Background: an optimization exercise with open tools, aiming at small area. Do not read the settings as production practice.
The RTL was checked by simulation tests, not by an equivalence proof against the original design.
Power is estimated from default activity; no workload was simulated.

==> flow/design.v <==
package spiMemoryPkg;
    typedef logic [7:0] dataByte_t;
    typedef struct packed {
        logic [7-1:0] address;   
        logic                         readNotWrite;  
    } commandByte_t;
    typedef union packed {
        commandByte_t command;
        dataByte_t    data;
    } shiftWord_t;
    typedef enum logic [2:0] {
        idle, getCommand, decide, readLoad,
        readShift, writeReceive, writeStore, finish
    } controlState_t;
endpackage
`timescale 1ns/1ps
module inputConditioner (
    input  logic trigger,
    input  logic reset,
    input  logic resetValue,    
    input  logic pin,           
    output logic conditioned,   
    output logic risingEdge,    
    output logic fallingEdge    
);
    localparam logic [2-1:0] lastCount =
        2'(3 - 1);
    logic syncFirst;    
    logic syncSecond;   
    logic [2-1:0] counter;
    always_ff @(posedge trigger) begin
        if (reset) begin
            syncFirst   <= resetValue;
            syncSecond  <= resetValue;
            conditioned <= resetValue;
            counter     <= '0;
            risingEdge  <= 1'b0;
            fallingEdge <= 1'b0;
        end else begin
            syncFirst   <= pin;
            syncSecond  <= syncFirst;
            risingEdge  <= 1'b0;   
            fallingEdge <= 1'b0;
            if (syncSecond == conditioned) begin
                counter <= '0;   
            end else if (counter == lastCount) begin
                conditioned <= syncSecond;   
                counter     <= '0;
                risingEdge  <= syncSecond;
                fallingEdge <= ~syncSecond;
            end else begin
                counter <= counter + 1'b1;
            end
        end
    end
endmodule
`timescale 1ns/1ps
module shiftRegister (
    input  logic       trigger,
    input  logic       reset,
    input  logic       shiftEnable,   
    input  logic       loadEnable,    
    input  logic       serialIn,
    input spiMemoryPkg::dataByte_t  parallelIn,
    output spiMemoryPkg::shiftWord_t parallelOut,   
    output logic       serialOut      
);
    always_ff @(posedge trigger) begin
        if (reset) begin
            parallelOut <= '0;
        end else if (loadEnable) begin
            parallelOut.data <= parallelIn;   
        end else if (shiftEnable) begin
            parallelOut.data <= {parallelOut.data[6:0], serialIn};
        end
    end
    assign serialOut = parallelOut.data[7];
endmodule
`timescale 1ns/1ps
module spiControl (
    input  logic         trigger,
    input  logic         reset,
    input  logic         sclkRising,        
    input  logic         sclkFalling,
    input  logic         chipSelectLow,     
    input  logic         chipSelectRising,  
    input spiMemoryPkg::commandByte_t command,           
    output logic         shiftEnable,
    output logic         memLoad,
    output logic         memWrite,
    output logic         addressLatch,
    output logic         misoEnable,        
    output logic         misoUpdate         
);
    spiMemoryPkg::controlState_t state;
    spiMemoryPkg::controlState_t nextState;
    logic [2:0]    bitCount;   
    logic          lastBit;
    assign lastBit = (bitCount == 3'd7);
    always_comb begin
        nextState = state;
        if (chipSelectRising) begin
            nextState = spiMemoryPkg::idle;   
        end else begin
            case (state)
                spiMemoryPkg::idle:         if (chipSelectLow) nextState = spiMemoryPkg::getCommand;
                spiMemoryPkg::getCommand:   if (sclkRising && lastBit) nextState = spiMemoryPkg::decide;
                spiMemoryPkg::decide: begin
                    if (command.readNotWrite) begin
                        nextState = spiMemoryPkg::readLoad;
                    end else begin
                        nextState = spiMemoryPkg::writeReceive;
                    end
                end
                spiMemoryPkg::readLoad:     nextState = spiMemoryPkg::readShift;   
                spiMemoryPkg::readShift:    if (sclkRising && lastBit) nextState = spiMemoryPkg::finish;
                spiMemoryPkg::writeReceive: if (sclkRising && lastBit) nextState = spiMemoryPkg::writeStore;
                spiMemoryPkg::writeStore:   nextState = spiMemoryPkg::finish;
                spiMemoryPkg::finish:       if (!chipSelectLow) nextState = spiMemoryPkg::idle;
                default:      nextState = spiMemoryPkg::idle;
            endcase
        end
    end
    assign shiftEnable  = sclkRising && ((state == spiMemoryPkg::getCommand) || (state == spiMemoryPkg::readShift) ||
                                         (state == spiMemoryPkg::writeReceive));
    assign addressLatch = (state == spiMemoryPkg::decide);
    assign memLoad      = (state == spiMemoryPkg::readLoad);
    assign memWrite     = (state == spiMemoryPkg::writeStore) && !chipSelectRising;
    assign misoUpdate   = (state == spiMemoryPkg::readShift) && sclkFalling;
    always_ff @(posedge trigger) begin
        if (reset) begin
            state      <= spiMemoryPkg::idle;
            bitCount   <= '0;
            misoEnable <= 1'b0;
        end else begin
            state <= nextState;
            if (nextState == spiMemoryPkg::idle) begin
                bitCount <= '0;   
            end else if (shiftEnable) begin
                bitCount <= bitCount + 1'b1;   
            end
            misoEnable <= (nextState == spiMemoryPkg::readShift) && (misoEnable || sclkFalling);
        end
    end
endmodule
`timescale 1ns/1ps
module dataMemory (
    input  logic                         trigger,
    input  logic                         reset,
    input  logic                         writeEnable,
    input  logic [7-1:0] address,
    input spiMemoryPkg::dataByte_t                    writeData,
    output spiMemoryPkg::dataByte_t                    readData
);
    spiMemoryPkg::dataByte_t memory [128];
    always_ff @(posedge trigger) begin
        if (reset) begin
            for (int i = 0; i < 128; i++) begin
                memory[i] <= '0;   
            end
        end else if (writeEnable) begin
            memory[address] <= writeData;
        end
    end
    assign readData = memory[address];   
endmodule
`timescale 1ns/1ps
module spiMemory (
    input  logic trigger,
    input  logic reset,
    input  logic sclk,         
    input  logic chipSelect,   
    input  logic mosi,
    output logic miso,
    output logic misoEnable
);
    logic sclkRising, sclkFalling;
    logic chipSelectLevel, chipSelectRising;
    logic mosiLevel;
    logic shiftEnable, memLoad, memWrite, addressLatch, misoUpdate;
    logic serialOut;
    spiMemoryPkg::shiftWord_t shiftWord;
    spiMemoryPkg::dataByte_t  readData;
    logic [7-1:0] address;   
    inputConditioner sclkCond_i (
        .trigger(trigger), .reset(reset), .resetValue(1'b0), .pin(sclk),
        .conditioned(), .risingEdge(sclkRising), .fallingEdge(sclkFalling)
    );
    inputConditioner chipSelectCond_i (
        .trigger(trigger), .reset(reset), .resetValue(1'b1), .pin(chipSelect),
        .conditioned(chipSelectLevel), .risingEdge(chipSelectRising), .fallingEdge()
    );
    inputConditioner mosiCond_i (
        .trigger(trigger), .reset(reset), .resetValue(1'b0), .pin(mosi),
        .conditioned(mosiLevel), .risingEdge(), .fallingEdge()
    );
    shiftRegister shift_i (
        .trigger(trigger), .reset(reset), .shiftEnable(shiftEnable),
        .loadEnable(memLoad), .serialIn(mosiLevel), .parallelIn(readData),
        .parallelOut(shiftWord), .serialOut(serialOut)
    );
    spiControl control_i (
        .trigger(trigger), .reset(reset), .sclkRising(sclkRising),
        .sclkFalling(sclkFalling), .chipSelectLow(!chipSelectLevel),
        .chipSelectRising(chipSelectRising), .command(shiftWord.command),
        .shiftEnable(shiftEnable), .memLoad(memLoad), .memWrite(memWrite),
        .addressLatch(addressLatch), .misoEnable(misoEnable), .misoUpdate(misoUpdate)
    );
    dataMemory memory_i (
        .trigger(trigger), .reset(reset), .writeEnable(memWrite), .address(address),
        .writeData(shiftWord.data), .readData(readData)
    );
    always_ff @(posedge trigger) begin
        if (addressLatch) address <= shiftWord.command.address;   
    end
    always_ff @(posedge trigger) begin
        if (reset) begin
            miso <= 1'b0;
        end else if (misoUpdate) begin
            miso <= serialOut;
        end
    end
endmodule
==> flow/run.sh <==
#!/bin/bash
# synth_recipe.tcl (not shown) runs the flow's synth.tcl, then flattens the netlist and writes it again
# the make line also repeats each setting of config.mk as NAME=value (left out here)
make -C /OpenROAD-flow-scripts/flow DESIGN_CONFIG=/design/flow/config.mk WORK_HOME=/design/flow/orfs CLKGATE_MAP_FILE= SYNTH_SCRIPT=/design/flow/synth_recipe.tcl finish
==> flow/config.mk <==
export PLATFORM = sky130hd
export DESIGN_NAME = spiMemory
export DESIGN_NICKNAME = spiMemory
export VERILOG_FILES = /design/flow/design.v
export SDC_FILE = /design/flow/constraint.sdc
export NUM_CORES = 4
export LEC_CHECK = 0
export CAP_MARGIN = 20
export CORE_MARGIN = 2
export CORE_UTILIZATION = 40
export SLEW_MARGIN = 20
==> flow/constraint.sdc <==
create_clock -name core_clock -period 10.0 [get_ports {trigger}]
set_input_delay 2.0000 -clock core_clock [delete_from_list [all_inputs] [get_ports {trigger}]]
set_output_delay 2.0000 -clock core_clock [all_outputs]
set_load 0.01 [all_outputs]
==> notes.md <==
through the flow:
stage / instances / setup WS [ns] / utilization [%] / power, mW / area, µm²
2_1_floorplan: 3439 / 6.35 / - / 5.30 / 49900
6_report: 5094 / 5.51 / 44.3 / 9.48 / 54700
3_3_place_gp: 4881 / 4.87 / 41.3 / 5.38 / 51000
3_5_place_dp: 4881 / 4.86 / 41.3 / 5.39 / 51000
5_1_grt: 5094 / 5.40 / 44.3 / 9.73 / 54700
4_1_cts: 5094 / 5.60 / 44.3 / 9.54 / 54700
registers in the layout (all words and copies together) (netlist names), 2 cells and up, named ones only:
signal and count:
memory_i.memory 1024, shift_i.parallelOut 8, address 7, control_i.bitCount 3, control_i.state 3, chipSelectCond_i.counter 2, mosiCond_i.counter 2, sclkCond_i.counter 2
power groups by stage:
stage,Clock (mW),Combinational [mW],Sequential (mW)
after floorplan,0,0.146,5.16
after global placement,0,0.203,5.18
after detailed placement,0,0.206,5.18
after CTS,4.25,0.207,5.09
after global routing,4.42,0.219,5.10
final,4.19,0.204,5.09
routing by layer:
metal,GRT usage [%],wire (µm),up-vias
met5,0,13,-
met4,5.29,2610,2
met3,2.61,7440,154
met2,32.8,61200,847
met1,28.0,55500,14106
li1,-,-,12423
worst min-delay path by stage:
stage | start | end | slack [ns]
finish | mosiCond_i.counter[0] | mosiCond_i.counter[0] | 0.41
global route | mosiCond_i.counter[0] | mosiCond_i.counter[0] | 0.43
CTS | mosiCond_i.counter[0] | mosiCond_i.counter[0] | 0.41
detailed placement | mosiCond_i.counter[0] | mosiCond_i.counter[0] | 0.40
global placement | chipSelectCond_i.counter[0] | chipSelectCond_i.counter[0] | 0.40
floorplan | chipSelectCond_i.syncFirst | chipSelectCond_i.syncSecond | 0.39
final cells by class:
| class | instances | area, µm² |
|---|---|---|
| multi-input combinational | 2115 | 16700 |
| clock inverter | 75 | 708 |
| timing repair buffer | 50 | 404 |
| inverter | 7 | 26.3 |
| clock buffer | 138 | 2990 |
| sequential | 1072 | 31800 |
| tap | 1637 | 2050 |
| fill | 10939 | 68900 |
cell families after synthesis:
| group | synth area share (%) |
|---|---|
| compound gates | 2.85 |
| buf+inv | 2.79 |
| flops | 63.7 |
| simple gates | 17.7 |
| xor+xnor | 0.0703 |
| fa+ha+maj | 0.125 |
| mux | 12.7 |
worst register-to-register path: stages, from the launching register on:
cell     delay, ns
dfxtp_4       0.89
buf_4         0.71
mux4_2        0.63
mux2i_1       0.48
o22ai_1       0.16
or4_1         0.48
a31oi_1       0.42
nor4_1        0.10
layout by cell type (no fill, tap or decap), types with 11 or more instances in the layout:
master / instances
mux4_1: 21
mux2_2: 34
clkbuf_1: 19
mux4_2: 162
and2_1: 1025
o21ai_0: 11
nor2_1: 177
buf_4: 43
or2_2: 131
a22oi_1: 30
edfxtp_1: 1031
nor3_1: 15
nor2b_1: 20
nand3_1: 24
a211oi_1: 13
dfxtp_1: 28
o221ai_1: 33
clkinv_2: 24
dfxtp_4: 11
clkinv_1: 19
mux2i_1: 174
clkbuf_16: 114
nand2_1: 66
a21oi_1: 28
o22ai_1: 36
==> impl_metrics.tcl <==
set metrics [dict create \
    synth_most_common_cell "edfxtp_1" \
    cts.repair.resized 0 \
    io_pins 7 \
    hold_depth 1 \
    rsz0062_at_grt "no" \
    synthDominantCellAreaShare_pct 62.1 \
    switching_share_pct 20.8 \
    yosysUniqueCellTypes 64 \
    cts_hold_buffers 0 \
    drt_iter0_markers 2630 \
    ys_ff_latch 1072 \
    finalHoldViolCount 0 \
    path_clk_slew_ns 0.06 \
    drv_cap 0 \
    wl_per_cell_um 24.9 \
    syn_area_um2 49900 \
    die_w_um 357 \
    first_pass_iters 5 \
    drt_wl_total_um 127000 \
    max_stage_delay_ns 0.84 \
    htree_levels 3 \
    endpoint "memory_i.memory[82][2]" \
    drive_gt1_share_pct 16.6 \
    start_util_pct 40.3 \
    ys_seq_area_share_pct 63.7 \
    synth_top_cells_by_count "edfxtp_1 (1,031), and2_1 (1,025), nor2_1 (178), mux2i_1 (174), clkbuf_1 (167)" \
    viasPerCell 5.40 \
    core_um2 124000 \
    cts_buffer_depth 3 \
    maxSlewViolCount 0 \
    critPathLaunch "reset" \
    numCtsBuffers 112 \
    setup_tns_ns 0 \
    critical_path_depth 8 \
    vdd_drop_max_uv 139 \
    postSynthAreaPerCell_um2 14.5 \
    path_max_fanout 28 \
    root_buffer "clkbuf_16" \
    final_nets 3368 \
    synth_area_leaders "edfxtp_1 (62%), and2_1 (13%), mux4_2 (7.3%)" \
    vias 27532 \
    area_growth_pct 9.72 \
    power.internal_mw 7.51 \
    gp_congestion 0.811 \
    worstPathRequired_ns 10.39 \
    path_cells "buf_6 -> nor2_1 -> nand3_1 -> nor2_1 -> nand3b_1 -> buf_4 -> nor2_1 -> or2_2" \
    fin_crit_ns 4.49 \
    worst_r2r_endpoint "shift_i.parallelOut[6]" \
    dp_hpwl_um 77300 \
    num_rows 129 \
    route.detailed.drc 0 \
    max_freq_mhz 223 \
    grt_max_degree 99 \
    synth_edf_count 1031 \
    p_leak_nw 19.7 \
    outcome "no timing/DRC/antenna violations" \
    yosys_most_used_dff "edfxtp_1" \
    cts.sink_count 1072 \
    track_usage_pct 19.9 \
    cp-start-kind "input port" \
    timing.hold.ws_ns 0.409 \
    seqPwrFrac_pct 53.6 \
    crit_buf_inv 2 \
    worstSetupPathType "input port to flip-flop" \
    async_flop_share_pct 0 \
    clock_latency_ns 0.71 \
    slowest_stage "nand3b_1" \
    power.density_nw_per_um2 173 \
    n_antenna_cell 0 \
    critPathMostFrequentCell "nor2_1" \
    slew_headroom_pct 24.6 \
    fp.dieH_um 357 \
    r2r_slack_ns 5.99 \
    io_buffer_count 6 \
    synth.largest_area_cell "edfxtp_1" \
    arrival_ns 4.88 \
    p_sw_mw 1.98 \
    r2r_cells 7 \
    grt_pass1_wl_um 187000 \
    tightest_slew_ns 1.13 \
    postSynthCellCount 3439 \
    synth_warnings 5 \
    crit_family "simple AND/OR/NAND/NOR gates" \
    setup_viol 0 \
    fin_crit_sh_pct 44.9 \
    tritoncts "done" \
    clkPwrFrac_pct 44.2 \
    clock_skew_ns 0.0278 \
    end_kind "flip-flop" \
    grt_pass1_vias 27505 \
    antenna_found_initial 3 \
    hold_path.class "flip-flop to flip-flop" \
    ant_nets 0 \
    grt_overflow 0 \
    postCtsSetupBuffers 0 \
    power_frac_comb_pct 2.2 \
    synth_nets 3449 \
    fp.dieArea_um2 128000 \
]

[port drivers added, routing unchanged]
No port has a modelled driver above. Below, the same layout with a new extraction and two added sets of constraints. Step 1 (the two cells are an assumption about what drives the block):
set clk [get_ports {trigger}]
set_driving_cell -lib_cell sky130_fd_sc_hd__clkbuf_16 $clk
set_driving_cell -lib_cell sky130_fd_sc_hd__buf_2 [delete_from_list [all_inputs] $clk]
Step 2, shift: input delay + t, output delay - t, t = (earliest + latest rising clock arrival at the registers) / 2. This alone moves slack from input paths to output paths. a / b / c = no drivers / after step 1 / after step 2; a / b = the first two.
t, ns: 0.771
setup WS [ns]: 5.509 / 5.550 / 4.779
hold slack, ns: 0.409 / 0.409 / 0.409
worst setup path after step 2: input to register
worst register clock-pin slew, ns: 0.07 / 0.07
After both steps this run still meets setup and hold. The setup slack of this run moves by +0.041 ns with the drivers and by -0.730 ns with both steps.
